What follows belongs to an exercise in optimizing a design on an open flow for small area, a short achievable clock period and few clock cycles per item; a production flow would make more cautious choices.
Where RTL was checked, it was by simulation tests only, not by an equivalence proof against the original.
Power figures rest on the tool's default switching activity, not on a simulated workload.

== old ==
==> flow/design.v (excerpt) <==
module bitmap_table_with_find_first_unit (
   input  logic        clock,
   input  logic        reset,
   input  logic        req_valid,
   output logic        req_ready,
   input  logic [2:0]  req_type,
   input  logic [9:0]  req_position,
   input  logic [7:0]  req_value,
   output logic        rsp_valid,
   input  logic        rsp_ready,
   output logic        rsp_bit_value,
   output logic        rsp_found,
   output logic [9:0]  rsp_found_position,
   output logic        rsp_all_equal,
   output logic        rsp_bad_position,
   input  logic        csr_psel,
   input  logic        csr_penable,
   input  logic        csr_pwrite,
   input  logic [2:0]  csr_paddr,
   input  logic [31:0] csr_pwdata,
   output logic [31:0] csr_prdata,
   output logic        csr_pready
);
For scale: roughly 58000 um2 of cells after synthesis.
Settings: LEC_CHECK=0, CAP_MARGIN=30, CELL_PAD_IN_SITES_DETAIL_PLACEMENT=1, CELL_PAD_IN_SITES_GLOBAL_PLACEMENT=2, CORE_MARGIN=2, CORE_UTILIZATION=35, PLACE_DENSITY=0.45, SETUP_SLACK_MARGIN=3.0, SLEW_MARGIN=30; clock period 7.0 ns.
run.sh (not shown) runs the stock make flow with config.mk's settings and CLKGATE_MAP_FILE= SYNTH_SCRIPT=/design/flow/synth_recipe.tcl, a recipe that flattens the netlist after the stock synthesis.
Testbench counts of old, summed over its fixed seeds: cycles 6,432, requests 6,400.
Input-level comparison between new and old:
# old
export LEC_CHECK = 0
export CAP_MARGIN = 30
export CELL_PAD_IN_SITES_DETAIL_PLACEMENT = 1
export CELL_PAD_IN_SITES_GLOBAL_PLACEMENT = 2
export CORE_MARGIN = 2
export CORE_UTILIZATION = 35
export PLACE_DENSITY = 0.45
export SETUP_SLACK_MARGIN = 3.0
export SLEW_MARGIN = 30
create_clock -name core_clock -period 7.0 [get_ports {clock}]
# new
export LEC_CHECK = 0
export CAP_MARGIN = 30
export CELL_PAD_IN_SITES_DETAIL_PLACEMENT = 1
export CELL_PAD_IN_SITES_GLOBAL_PLACEMENT = 2
export CORE_MARGIN = 2
export CORE_UTILIZATION = 35
export PLACE_DENSITY = 0.45
export SETUP_SLACK_MARGIN = 3.5
export SLEW_MARGIN = 30
create_clock -name core_clock -period 7.0 [get_ports {clock}]
Findings:
new completed; timing, DRC and antenna clean
new gives more layout buffer count excluding clock buffers than old did.
Taking old as the reference, in new sequential power share moved down; maximum frequency moved up; part of the power in the clock network level; layout overhead on the synthesized area moved up; multi-input gate share of total cell area moved down.
The launching instance or port of the critical path comes out s0_sw_oh[16]$_SDFF_PP0_ in one run and s0_sw_oh[4]$_SDFF_PP0_ in the other, namely in new and old respectively.
STATUS overall via count from detail_route: new loses against old
Data required time of the worst path (lower): new

* * *

Setup of main:
Another version of the RTL of bitmap_table_with_find_first_unit (not shown whole).
Size in the first run: about 4,900 cells after synthesis, about 1,400 flip-flops.
Settings: LEC_CHECK=0, CAP_MARGIN=30, CELL_PAD_IN_SITES_DETAIL_PLACEMENT=1, CELL_PAD_IN_SITES_GLOBAL_PLACEMENT=2, CORE_MARGIN=2, CORE_UTILIZATION=45, CTS_CLUSTER_DIAMETER=80, CTS_CLUSTER_SIZE=30, PLACE_DENSITY=0.65, SETUP_SLACK_MARGIN=4.0, SLEW_MARGIN=30; clock period 7.0 ns.
Setup changes, main to the feature branch
# main
export LEC_CHECK = 0
export CAP_MARGIN = 30
export CELL_PAD_IN_SITES_DETAIL_PLACEMENT = 1
export CELL_PAD_IN_SITES_GLOBAL_PLACEMENT = 2
export CORE_MARGIN = 2
export CORE_UTILIZATION = 45
export CTS_CLUSTER_DIAMETER = 80
export CTS_CLUSTER_SIZE = 30
export PLACE_DENSITY = 0.65
export SETUP_SLACK_MARGIN = 4.0
export SLEW_MARGIN = 30
create_clock -name core_clock -period 7.0 [get_ports {clock}]
# the feature branch
export LEC_CHECK = 0
export CAP_MARGIN = 30
export CELL_PAD_IN_SITES_DETAIL_PLACEMENT = 1
export CELL_PAD_IN_SITES_GLOBAL_PLACEMENT = 2
export CORE_MARGIN = 2
export CORE_UTILIZATION = 45
export CTS_CLUSTER_DIAMETER = 80
export CTS_CLUSTER_SIZE = 30
export PLACE_DENSITY = 0.65
export SETUP_SLACK_MARGIN = 3.5
export SLEW_MARGIN = 30
create_clock -name core_clock -period 7.0 [get_ports {clock}]
Findings:
- The feature branch completed every stage of the flow, and the final layout passed the timing, design-rule and antenna checks.
- Number of gates resized after cts in the feature branch vs main: down 225
- Of main and the feature branch, main shows the higher core utilization, with the feature branch below it.
- Comparing main and the feature branch, the higher number of standard cells in the final layout excluding fillers is on main.
- Comparing share of total power in combinational logic for main and the feature branch, the bigger number came from main.
- The feature branch and main ended up with roughly the same sequential power.
- Cell area for the feature branch: 3.8% down relative to main
Function was not checked in any run of this note: the RTL went through the layout flow alone.

* * *

bitmap_table_with_find_first_unit, a different RTL version from the one above (not shown whole).
Size: about 4500 cells after synthesis, ~1400 flip-flops, ~110 I/O pins.
Settings: LEC_CHECK=0, CAP_MARGIN=25, CELL_PAD_IN_SITES_DETAIL_PLACEMENT=1, CELL_PAD_IN_SITES_GLOBAL_PLACEMENT=2, CORE_MARGIN=2, CORE_UTILIZATION=45, CTS_CLUSTER_DIAMETER=80, CTS_CLUSTER_SIZE=30, PLACE_DENSITY=0.65, SETUP_SLACK_MARGIN=3.5, SLEW_MARGIN=25; clock period 7.0 ns.
The baseline ran to the end with no violations.
Testbench counts at the start, summed over its fixed seeds: cycles 6,432, requests 6,400.
Then changed:
--- a/flow/config.mk
+++ b/flow/config.mk
@@ -6,12 +6,12 @@
 export NUM_CORES = 4
 export LEC_CHECK = 0
-export CAP_MARGIN = 25
+export CAP_MARGIN = 30
 export CELL_PAD_IN_SITES_DETAIL_PLACEMENT = 1
 export CELL_PAD_IN_SITES_GLOBAL_PLACEMENT = 2
 export CORE_MARGIN = 2
 export CORE_UTILIZATION = 45
-export CTS_CLUSTER_DIAMETER = 80
-export CTS_CLUSTER_SIZE = 30
+export CTS_CLUSTER_DIAMETER = 60
+export CTS_CLUSTER_SIZE = 24
 export PLACE_DENSITY = 0.65
-export SETUP_SLACK_MARGIN = 3.5
-export SLEW_MARGIN = 25
+export SETUP_SLACK_MARGIN = 3.75
+export SLEW_MARGIN = 30
The changed run went through all stages and came out clean.
Non-clock buffer count rose by 59.
Power goes up by roughly a tenth.
Clock power is higher by a quarter to a third.
Global-route usage rose by 0.43 points.
Then changed:
--- a/flow/config.mk
+++ b/flow/config.mk
@@ -11,6 +11,6 @@
 export CORE_MARGIN = 2
 export CORE_UTILIZATION = 45
-export CTS_CLUSTER_DIAMETER = 60
-export CTS_CLUSTER_SIZE = 24
+export CTS_CLUSTER_DIAMETER = 80
+export CTS_CLUSTER_SIZE = 30
 export PLACE_DENSITY = 0.65
 export SETUP_SLACK_MARGIN = 3.75
Routed wire length drops by 0.56%.
Clock-buffer cell count drops by 48.
Setup slack is worse by 0.020 ns.
Sequential power barely changes.
Via count drops by 1.2%.
Sequential share of layout area climbs by 1.3 points.
Clock power drops by 24%.
Total power drops by 9.0%.
Final cell count drops by 1.5%.
Sequential cell count does not change.
Final area drops by 2.3%.
Then changed:
--- a/flow/config.mk
+++ b/flow/config.mk
@@ -10,8 +10,6 @@
 export CELL_PAD_IN_SITES_GLOBAL_PLACEMENT = 2
 export CORE_MARGIN = 2
-export CORE_UTILIZATION = 45
-export CTS_CLUSTER_DIAMETER = 80
-export CTS_CLUSTER_SIZE = 30
-export PLACE_DENSITY = 0.65
-export SETUP_SLACK_MARGIN = 3.75
+export CORE_UTILIZATION = 35
+export PLACE_DENSITY = 0.45
+export SETUP_SLACK_MARGIN = 3.5
 export SLEW_MARGIN = 30
What happened: Wire length climbs by 9.6%. Total power rises by 17%. Register-to-register slack loses 0.05 ns. Cell area rises by 3.7%. Synthesized cell count stays the same. Area after synthesis does not change. Die area grows by 28%. First-iteration DRC count fell by 13%. Via count is about the same. Hold slack got worse by 0.018 ns.

-- afterwards: timing with drivers on the ports --
How much do the figures lean on ideal ports? The routed layouts below were timed once more, with nothing changed but the port constraints. Step 1, drivers: a clkbuf_16 drives clock and a buf_2 each remaining input, both assumed. Step 2 adds t to the input delays and takes it off the output delays; t is the mean of the earliest and latest rising clock arrival at the registers after step 1. Input paths then give back, and output paths get back, about the clock's delay inside the block. Three values: ideal, step 1, step 2; two values: the first two.
run	t (ns)	setup slack, ns	worst register clock-pin slew, ns	worst slew at a driven data input, ns
old	0.907	2.960 / 2.960 / 2.317	0.06 / 0.06	0.18
new	0.915	3.377 / 3.377 / 2.654	0.07 / 0.07	0.04
main	0.821	3.650 / 3.650 / 3.304	0.12 / 0.12	0.16
the feature branch	0.819	3.422 / 3.422 / 2.970	0.12 / 0.12	0.06
the first run of note 3	0.824	3.323 / 3.323 / 2.996	0.12 / 0.12	0.04
the second run of note 3	0.857	3.483 / 3.483 / 3.077	0.10 / 0.10	0.05
the third run of note 3	0.821	3.463 / 3.463 / 3.075	0.12 / 0.12	0.05
the fourth run of note 3	0.909	3.415 / 3.415 / 2.841	0.07 / 0.07	0.04
After both steps setup and hold are still met in every run listed. For new, which loses most, drivers alone change the setup slack by 0.000 ns; drivers and shift together by -0.723 ns.
